Source: an optimization exercise on an open RTL-to-GDS flow (aim: small area, a short achievable clock period and few clock cycles per item). Production flows keep margins and buffers that such runs may drop.
In this exercise RTL edits were held to simulation tests only and were not proved equivalent to the original.
Power and IR drop assume default switching activity.

## nvme_admin
module nvme_admin (
    input  wire logic         clk,
    input  wire logic         rst_n,
    input  wire logic [251:0] fe_rq,
    output logic      [3:0]   fe_rq_ready,
    output logic      [227:0] fe_cp,
    input  wire logic [3:0]   fe_cp_ready,
    output logic      [125:0] be_rq,
    input  wire logic [1:0]   be_rq_ready,
    input  wire logic [113:0] be_cp,
    output logic      [1:0]   be_cp_ready
);
For scale: roughly 890 flip-flops, ~730 I/O pins.
clock: 5.0 ns
lec_check: 0
cap_margin: 20
core_margin: 2
core_utilization: 33
cts_buf_list: sky130_fd_sc_hd__clkbuf_8
cts_cluster_diameter: 55
cts_cluster_size: 18
setup_slack_margin: 2.4
slew_margin: 20
standard.sh (not shown) runs the stock make flow with config.mk's settings and CLKGATE_MAP_FILE= SYNTH_SCRIPT=/design/flow/synth_recipe.tcl, a recipe that flattens the netlist after the stock synthesis.
==> flow/flow/run.sh <==
#!/bin/bash
# Standard layout, with plain buf_1 cells as the port buffers and the
# request handshake pins placed together.
set -euo pipefail
export BUFFER_PORTS_ARGS="-buffer_cell sky130_fd_sc_hd__buf_1"
export IO_CONSTRAINTS="$PWD/flow/io.tcl"
bash standard.sh > standard_make.log 2>&1
==> flow/flow/io.tcl <==
# Keep the request valid bits next to the request ready outputs, which
# depend on them combinationally.
set_io_pin_constraint -pin_names {fe_rq[62] fe_rq[125] fe_rq[188] fe_rq[251] fe_rq_ready[0] fe_rq_ready[1] fe_rq_ready[2] fe_rq_ready[3]} -region left:120-150
Testbench counts at the start, summed over its fixed seeds: cycles 2,060, items 3,072.
Rerun with:
CORE_UTILIZATION = 40   (was 33)
SETUP_SLACK_MARGIN = 2.3   (was 2.4)
Final cell count came out lower by 6.5%. Total power drops by 2.6%. Wire length decreases by 8.0%. Synthesized cell count stays the same. Utilization went up by 7.5 points. Clock skew goes up by 0.022 ns.
Rerun with:
CTS_CLUSTER_DIAMETER = 50   (was 55)
CTS_CLUSTER_SIZE = 16   (was 18)
SETUP_SLACK_MARGIN = 2.5   (was 2.3)
After rerunning: Register-to-register slack improves by 0.02 ns; sequential share of layout area is lower by 0.66 points; setup slack improves by 0.072 ns; die area stays the same; area after synthesis does not change; utilization is higher by 0.43 points; via count is higher by 1.5%; total power is higher by 4.3%; clock skew is lower by 0.019 ns; worst hold slack degrades by 0.0074 ns.
Rerun with:
CORE_UTILIZATION = 50   (was 40)
CTS_CLUSTER_DIAMETER = 55   (was 50)
CTS_CLUSTER_SIZE = 18   (was 16)
SETUP_SLACK_MARGIN = 2.4   (was 2.5)
The new run went through all stages and came out clean.
Flip-flop and latch count does not change.
Power went down by a little under a tenth.
Synthesized cell count stays the same.
Global-route usage increases by 3.4 points.
Core utilization goes up by 9.6 points.

---

== v15 ==
Another version of the RTL of nvme_admin (not shown whole).
Size in the first run: about 890 flip-flops, roughly 730 I/O pins, roughly 32000 um2 of cells after synthesis.
export LEC_CHECK = 0
export CAP_MARGIN = 20
export CORE_MARGIN = 2
export CORE_UTILIZATION = 40
export CTS_BUF_LIST = sky130_fd_sc_hd__clkbuf_8
export CTS_CLUSTER_DIAMETER = 50
export CTS_CLUSTER_SIZE = 16
export SETUP_SLACK_MARGIN = 2.5
export SLEW_MARGIN = 20
create_clock -name core_clock -period 5.0 [get_ports {clk}]
==> flow/flow/run.sh <==
#!/bin/bash
# Standard layout, with plain buf_1 cells as the port buffers.
set -euo pipefail
export BUFFER_PORTS_ARGS="-buffer_cell sky130_fd_sc_hd__buf_1"
bash standard.sh > standard_make.log 2>&1
Both conditions hold for v15: the flow ran to the end and the final layout passed the timing, design-rule and antenna checks.
Testbench counts of v15, summed over its fixed seeds: cycles 2,060, items 3,072.
#### Input delta (v26 over v15)
==> flow/flow/run.sh <==
#!/bin/bash
# Standard layout, with plain buf_1 cells as the port buffers and the
# request handshake pins placed together.
set -euo pipefail
export BUFFER_PORTS_ARGS="-buffer_cell sky130_fd_sc_hd__buf_1"
export IO_CONSTRAINTS="$PWD/flow/io.tcl"
bash standard.sh > standard_make.log 2>&1
==> flow/flow/io.tcl (new file) <==
# Keep the request valid bits next to the request ready outputs, which
# depend on them combinationally.
set_io_pin_constraint -pin_names {fe_rq[62] fe_rq[125] fe_rq[188] fe_rq[251] fe_rq_ready[0] fe_rq_ready[1] fe_rq_ready[2] fe_rq_ready[3]} -region left:120-150
diff --git a/flow/config.mk b/flow/config.mk
--- a/flow/config.mk
+++ b/flow/config.mk
@@ -10,6 +10,6 @@
 export CORE_UTILIZATION = 40
 export CTS_BUF_LIST = sky130_fd_sc_hd__clkbuf_8
-export CTS_CLUSTER_DIAMETER = 50
-export CTS_CLUSTER_SIZE = 16
+export CTS_CLUSTER_DIAMETER = 55
+export CTS_CLUSTER_SIZE = 18
 export SETUP_SLACK_MARGIN = 2.5
 export SLEW_MARGIN = 20
Notes after the runs:
Fmax: v26 higher than v15
Lower layout multi-input combinational cell count was reported by v15, not v26.
Hold slack: lower on v15
Modified inputs, v23 compared to v26
diff --git a/flow/config.mk b/flow/config.mk
--- a/flow/config.mk
+++ b/flow/config.mk
@@ -10,6 +10,6 @@
 export CORE_UTILIZATION = 40
 export CTS_BUF_LIST = sky130_fd_sc_hd__clkbuf_8
-export CTS_CLUSTER_DIAMETER = 55
-export CTS_CLUSTER_SIZE = 18
+export CTS_CLUSTER_DIAMETER = 50
+export CTS_CLUSTER_SIZE = 16
 export SETUP_SLACK_MARGIN = 2.5
 export SLEW_MARGIN = 20
[summary]
- The post-detailed-routing wire length on v23 is in line with that on v26.
- The final reports for v23 and v26 show headroom to the max-slew limit higher in the former.
- As of v23, via count of the first global-routing pass had risen slightly compared to v26.
- From v23 to v26, number of hold buffers added after CTS did not move at all.
- Final instance area is lower on v26
The inputs of v4 differ from those of v23 as listed below.
==> flow/flow/run.sh <==
#!/bin/bash
# Standard layout, with plain buf_1 cells as the port buffers.
set -euo pipefail
export BUFFER_PORTS_ARGS="-buffer_cell sky130_fd_sc_hd__buf_1"
bash standard.sh > standard_make.log 2>&1
diff --git a/flow/config.mk b/flow/config.mk
--- a/flow/config.mk
+++ b/flow/config.mk
@@ -9,7 +9,7 @@
 export CORE_MARGIN = 2
 export CORE_UTILIZATION = 40
-export CTS_BUF_LIST = sky130_fd_sc_hd__clkbuf_8
-export CTS_CLUSTER_DIAMETER = 50
-export CTS_CLUSTER_SIZE = 16
-export SETUP_SLACK_MARGIN = 2.5
+export CTS_BUF_LIST = sky130_fd_sc_hd__clkbuf_8 sky130_fd_sc_hd__clkbuf_16
+export CTS_CLUSTER_DIAMETER = 70
+export CTS_CLUSTER_SIZE = 30
+export SETUP_SLACK_MARGIN = 3.2
 export SLEW_MARGIN = 20
removed: flow/flow/io.tcl
Results
The final reports for v4 and v23 show final wirelength higher in the former. Signed area change from the synthesized netlist to the final layout: lower on v23. Both conditions hold for v4: the flow ran to the end and the final layout passed the timing, design-rule and antenna checks. Compared with v23, in v4 final area increased by 2700 um2 relative to the old numbers, count of clock-net buffers in the final layout shrank by 38, final cell count now sits higher. Comparing v4 and v23, the higher global routing usage on met2 is on v4. Sort v4 and v23 by achievable frequency desc -> top: v23. Global-route usage ended up 1.2 points higher on v4 than on v23.
Modified inputs, v36 compared to v4
diff --git a/flow/config.mk b/flow/config.mk
--- a/flow/config.mk
+++ b/flow/config.mk
@@ -9,7 +9,7 @@
 export CORE_MARGIN = 2
 export CORE_UTILIZATION = 40
-export CTS_BUF_LIST = sky130_fd_sc_hd__clkbuf_8 sky130_fd_sc_hd__clkbuf_16
-export CTS_CLUSTER_DIAMETER = 70
-export CTS_CLUSTER_SIZE = 30
-export SETUP_SLACK_MARGIN = 3.2
+export CTS_BUF_LIST = sky130_fd_sc_hd__clkbuf_8
+export CTS_CLUSTER_DIAMETER = 50
+export CTS_CLUSTER_SIZE = 16
+export SETUP_SLACK_MARGIN = 3.0
 export SLEW_MARGIN = 20
Diff v4 -> v36: global-route wire length before repair went down, power after layout lost about 0.7%, sequential share of layout area shows an increase of 2.7 points.
[v36] worst setup slack before clock tree synthesis rose 74 ps relative to v4
Compared with v4, in v36 synthesized cell count roughly the same; non-clock buffer area fraction after layout lower.
Multi-input gate area in the final layout: v36 vs v4 down 9.4%
Between v36 and v4, the final-layout fill cell count is higher for v36.
Relative to v36, the following input files were edited for v34:
==> flow/flow/run.sh <==
#!/bin/bash
# Standard layout, with plain buf_1 cells as the port buffers and the
# request handshake pins placed together.
set -euo pipefail
export BUFFER_PORTS_ARGS="-buffer_cell sky130_fd_sc_hd__buf_1"
export IO_CONSTRAINTS="$PWD/flow/io.tcl"
bash standard.sh > standard_make.log 2>&1
==> flow/flow/io.tcl (new file) <==
# Keep the request valid bits next to the request ready outputs, which
# depend on them combinationally.
set_io_pin_constraint -pin_names {fe_rq[62] fe_rq[125] fe_rq[188] fe_rq[251] fe_rq_ready[0] fe_rq_ready[1] fe_rq_ready[2] fe_rq_ready[3]} -region left:120-150
diff --git a/flow/config.mk b/flow/config.mk
--- a/flow/config.mk
+++ b/flow/config.mk
@@ -12,4 +12,4 @@
 export CTS_CLUSTER_DIAMETER = 50
 export CTS_CLUSTER_SIZE = 16
-export SETUP_SLACK_MARGIN = 3.0
+export SETUP_SLACK_MARGIN = 2.6
 export SLEW_MARGIN = 20
Results
met4 as the highest metal layer with signal wires was reported by v36, and met5 by v34. v34 vs v36: worst-case clock skew down. Summary: with v36 as the reference, internal power contribution in v34 moved down by a few percent. In the tables for v34 and v36, depth of the worst register-to-register path reads higher with v36. Summary — via count, v34 relative to v36: lower, by about 0.7%. Going from v36 to v34, total negative slack saw little to no change, fraction of standard cell area in multi-input logic down 0.71 points, total power per unit cell area moved down. Sort v34 and v36 by count of buffering cells on the critical path with inverters included, descending, and v34 comes first.

static timing again, ports no longer ideal:
In the flow no input, the clock included, has a driving cell. The finished layouts below were timed again as built, in two steps.
Step 1 (the two cells are an assumption about what drives the block):
set clk [get_ports {clk}]
set_driving_cell -lib_cell sky130_fd_sc_hd__clkbuf_16 $clk
set_driving_cell -lib_cell sky130_fd_sc_hd__buf_2 [delete_from_list [all_inputs] $clk]
Step 2, shift: input delay + t, output delay - t, t = (earliest + latest rising clock arrival at the registers) / 2. This alone moves slack from input paths to output paths.
Three values: no drivers, after step 1, after step 2; two values: the first two.
run	shift t [ns]	slack for setup (ns)	worst setup path after step 2
the first run of note 1	0.745	2.358 / 2.252 / 1.793	input to register
the second run of note 1	0.728	2.323 / 2.263 / 1.737	input to register
the third run of note 1	0.746	2.395 / 2.316 / 1.768	input to register
the fourth run of note 1	0.765	2.387 / 2.333 / 1.863	input to register
v15	0.717	2.410 / 2.276 / 1.879	input to register
v26	0.716	2.426 / 2.345 / 1.855	input to register
v23	0.720	2.426 / 2.341 / 1.856	input to register
v4	0.659	2.404 / 2.338 / 2.202	input to register
v36	0.741	2.397 / 2.286 / 2.215	input to register
v34	0.725	2.347 / 2.271 / 1.956	input to register
After both steps setup and hold are still met in every run listed. The setup slack of the third run of note 1, which loses most, moves by -0.079 ns with the drivers and by -0.627 ns with both steps.
